This design comes from an exercise in tuning for small area on the open sky130 flow, not from production work.
In this exercise RTL edits were held to simulation tests only and were not proved equivalent to the original.
Power figures rest on the tool's default switching activity, not on a simulated workload.

## ll_sc_reader_writer_lock_engine
module ll_sc_reader_writer_lock_engine (
  input  logic         clk_i,
  input  logic         rst_ni,
  input  logic         in_valid_i,
  output logic         in_ready_o,
  input  logic [132:0] in_data_i,
  output logic         out_valid_o,
  input  logic         out_ready_i,
  output logic [182:0] out_data_o,
  input  logic         cfg_valid_i,
  output logic         cfg_ready_o,
  input  logic [1:0]   cfg_index_i,
  input  logic [63:0]  cfg_data_i
);
Size: about 1400 flip-flops, ~390 I/O pins, ~58000 µm² of cells after synthesis.
clock: 6.5 ns
lec_check: 0
cap_margin: 20
core_margin: 2
core_utilization: 70
setup_slack_margin: 0.3
slew_margin: 20
standard.sh (not shown) runs the stock make flow with config.mk's settings and CLKGATE_MAP_FILE= SYNTH_SCRIPT=/design/flow/synth_recipe.tcl, a recipe that flattens the netlist after the stock synthesis.
==> flow/flow/run.sh <==
#!/bin/bash
# The standard layout (standard.sh) with two changes: every input and output port gets the
# smallest buffer (buf_1) in place of the delay cell buffer_ports picks by default, and clock
# tree synthesis builds the tree from clkbuf_8 cells, clusters up to 16 flip-flops within
# 45 um per leaf buffer and adds no dummy loads. The make output goes to standard_flow.log;
# each tool's log is under orfs/logs/.
set -euo pipefail
export BUFFER_PORTS_ARGS="-buffer_cell sky130_fd_sc_hd__buf_1"
export CTS_ARGS="-sink_clustering_enable -repair_clock_nets -dont_use_dummy_load -sink_clustering_size 16 -sink_clustering_max_diameter 45 -buf_list sky130_fd_sc_hd__clkbuf_8"
bash standard.sh > standard_flow.log 2>&1
The first run produced a clean layout.
Next try:
==> flow/flow/run.sh (replaced) <==
#!/bin/bash
# The standard layout (standard.sh) with two changes: every input and output port gets the
# smallest buffer (buf_1) in place of the delay cell buffer_ports picks by default, and clock
# tree synthesis clusters up to 24 flip-flops within 60 um per leaf buffer and adds no dummy
# loads. The make output goes to standard_flow.log; each tool's log is under orfs/logs/.
set -euo pipefail
export BUFFER_PORTS_ARGS="-buffer_cell sky130_fd_sc_hd__buf_1"
export CTS_ARGS="-sink_clustering_enable -repair_clock_nets -dont_use_dummy_load -sink_clustering_size 24 -sink_clustering_max_diameter 60"
bash standard.sh > standard_flow.log 2>&1
- CORE_UTILIZATION: 70 -> 35
- SETUP_SLACK_MARGIN: 0.3 -> 0.2
Core utilization came out lower by 37 points.
Die area came out higher by 98%.
Setup slack is better by 0.014 ns.
Register-to-register slack gets better by 0.48 ns.
Maximum frequency is about the same.
Clock-buffer cell count shrinks by 31.
Synthesized area stays the same.
Via count drops by 3.0%.
Global-route usage drops by 20 points.
Wire length increases by 12%.
Next try:
- CORE_UTILIZATION: 35 -> 70
Sequential power hardly moves.
Worst setup slack got worse by 0.082 ns.
Total power drops by a few percent.
Clock skew is lower by 0.046 ns.
Routed wire length came out lower by roughly a tenth.
Next try:
- CORE_UTILIZATION: 70 -> 55
Outcome: The changed run finished clean; clock power went up by 13%; setup slack improved by 0.010 ns; wire length went up by 9.5%; final area went up by 2.1%; sequential cell count is unchanged; non-clock buffer count went up by 47.

---

Setup of trial 70:
Another version of the RTL of ll_sc_reader_writer_lock_engine (not shown whole).
Size: about 3900 cells after synthesis, ~1400 flip-flops, ~390 I/O pins, roughly 58000 µm² of cells after synthesis.
export LEC_CHECK = 0
export CAP_MARGIN = 20
export CORE_MARGIN = 2
export CORE_UTILIZATION = 60
export CTS_BUF_LIST = sky130_fd_sc_hd__clkbuf_4
export SLEW_MARGIN = 20
create_clock -name core_clock -period 6.5 [get_ports {clk_i}]
run.sh (not shown) runs the stock make flow with config.mk's settings and CLKGATE_MAP_FILE= SYNTH_SCRIPT=/design/flow/synth_recipe.tcl, a recipe that flattens the netlist after the stock synthesis.
Stock flow here: none of the scripts above is used.
Trial 70 finished all stages; however, its layout fails the closing checks, the failures being setup timing.
### trial 70 -> build 36
Settings: swapping 60 for 35 in CORE_UTILIZATION; clearing CTS_BUF_LIST, which used to be sky130_fd_sc_hd__clkbuf_4.
==> flow/flow/run.sh (new file) <==
#!/bin/bash
# The standard layout, with the smallest buffer on every input and output port in place of
# the delay cell that buffer_ports picks by default. Everything else is the standard flow.
set -euo pipefail
export BUFFER_PORTS_ARGS="-buffer_cell sky130_fd_sc_hd__buf_1"
bash standard.sh > standard_flow.log 2>&1
==> flow/standard.sh (new file) <==
#!/bin/bash
# synth_recipe.tcl (not shown) runs the flow's synth.tcl, then flattens the netlist and writes it again
# the make line also repeats each setting of config.mk as NAME=value (left out here)
make -C /OpenROAD-flow-scripts/flow DESIGN_CONFIG=/design/flow/config.mk WORK_HOME=/design/flow/orfs CLKGATE_MAP_FILE= SYNTH_SCRIPT=/design/flow/synth_recipe.tcl "${@:-finish}"
removed: flow/run.sh
Notes after the runs:
- Build 36 completed every stage of the flow, and the final layout passed the timing, DRC and antenna checks.
- Number of setup buffers added after CTS: build 36 lower than trial 70
- Power across trial 70 and build 36: no real change.
- Compared to trial 70, the router laid down more metal wire for build 36.
- In build 36 the final cell count turned out 8.5% higher than in trial 70.

-- what the ideal ports hide --
No port has a modelled driver above. Below, the same layouts with a new extraction and two added sets of constraints.
Step 1 (the two cells are an assumption about what drives the block):
set clk [get_ports {clk_i}]
set_driving_cell -lib_cell sky130_fd_sc_hd__clkbuf_16 $clk
set_driving_cell -lib_cell sky130_fd_sc_hd__buf_2 [delete_from_list [all_inputs] $clk]
Step 2 times the ports against the registers' clock, not the clock port: input delays grow and output delays shrink by t, the midpoint of the rising clock arrivals with the driver on.
Three values: no drivers, after step 1, after step 2; two values: the first two.
| run | shift t [ns] | slack for setup (ns) | worst hold slack (ns) | latest minus earliest clock arrival (ns) | cell pins on the clock port's net |
|---|---|---|---|---|---|
| the first run of note 1 | 0.879 | 0.304 / 0.236 / 0.866 | 0.442 / 0.398 / 0.528 | 0.081 / 0.080 | 1 |
| the second run of note 1 | 0.792 | 0.318 / 0.240 / 1.033 | 0.473 / 0.465 / 0.473 | 0.121 / 0.121 | 1 |
| the third run of note 1 | 0.723 | 0.236 / 0.165 / 0.888 | 0.533 / 0.533 / 0.533 | 0.076 / 0.076 | 1 |
| the fourth run of note 1 | 0.777 | 0.246 / 0.166 / 0.944 | 0.497 / 0.497 / 0.497 | 0.099 / 0.099 | 1 |
| trial 70 | 1.276 | -0.086 / -0.157 / 1.120 | 0.040 / -0.008 / 0.499 | 0.125 / 0.125 | 1 |
| build 36 | 0.851 | 0.138 / 0.058 / 0.908 | 0.460 / 0.402 / 0.465 | 0.032 / 0.033 | 1 |
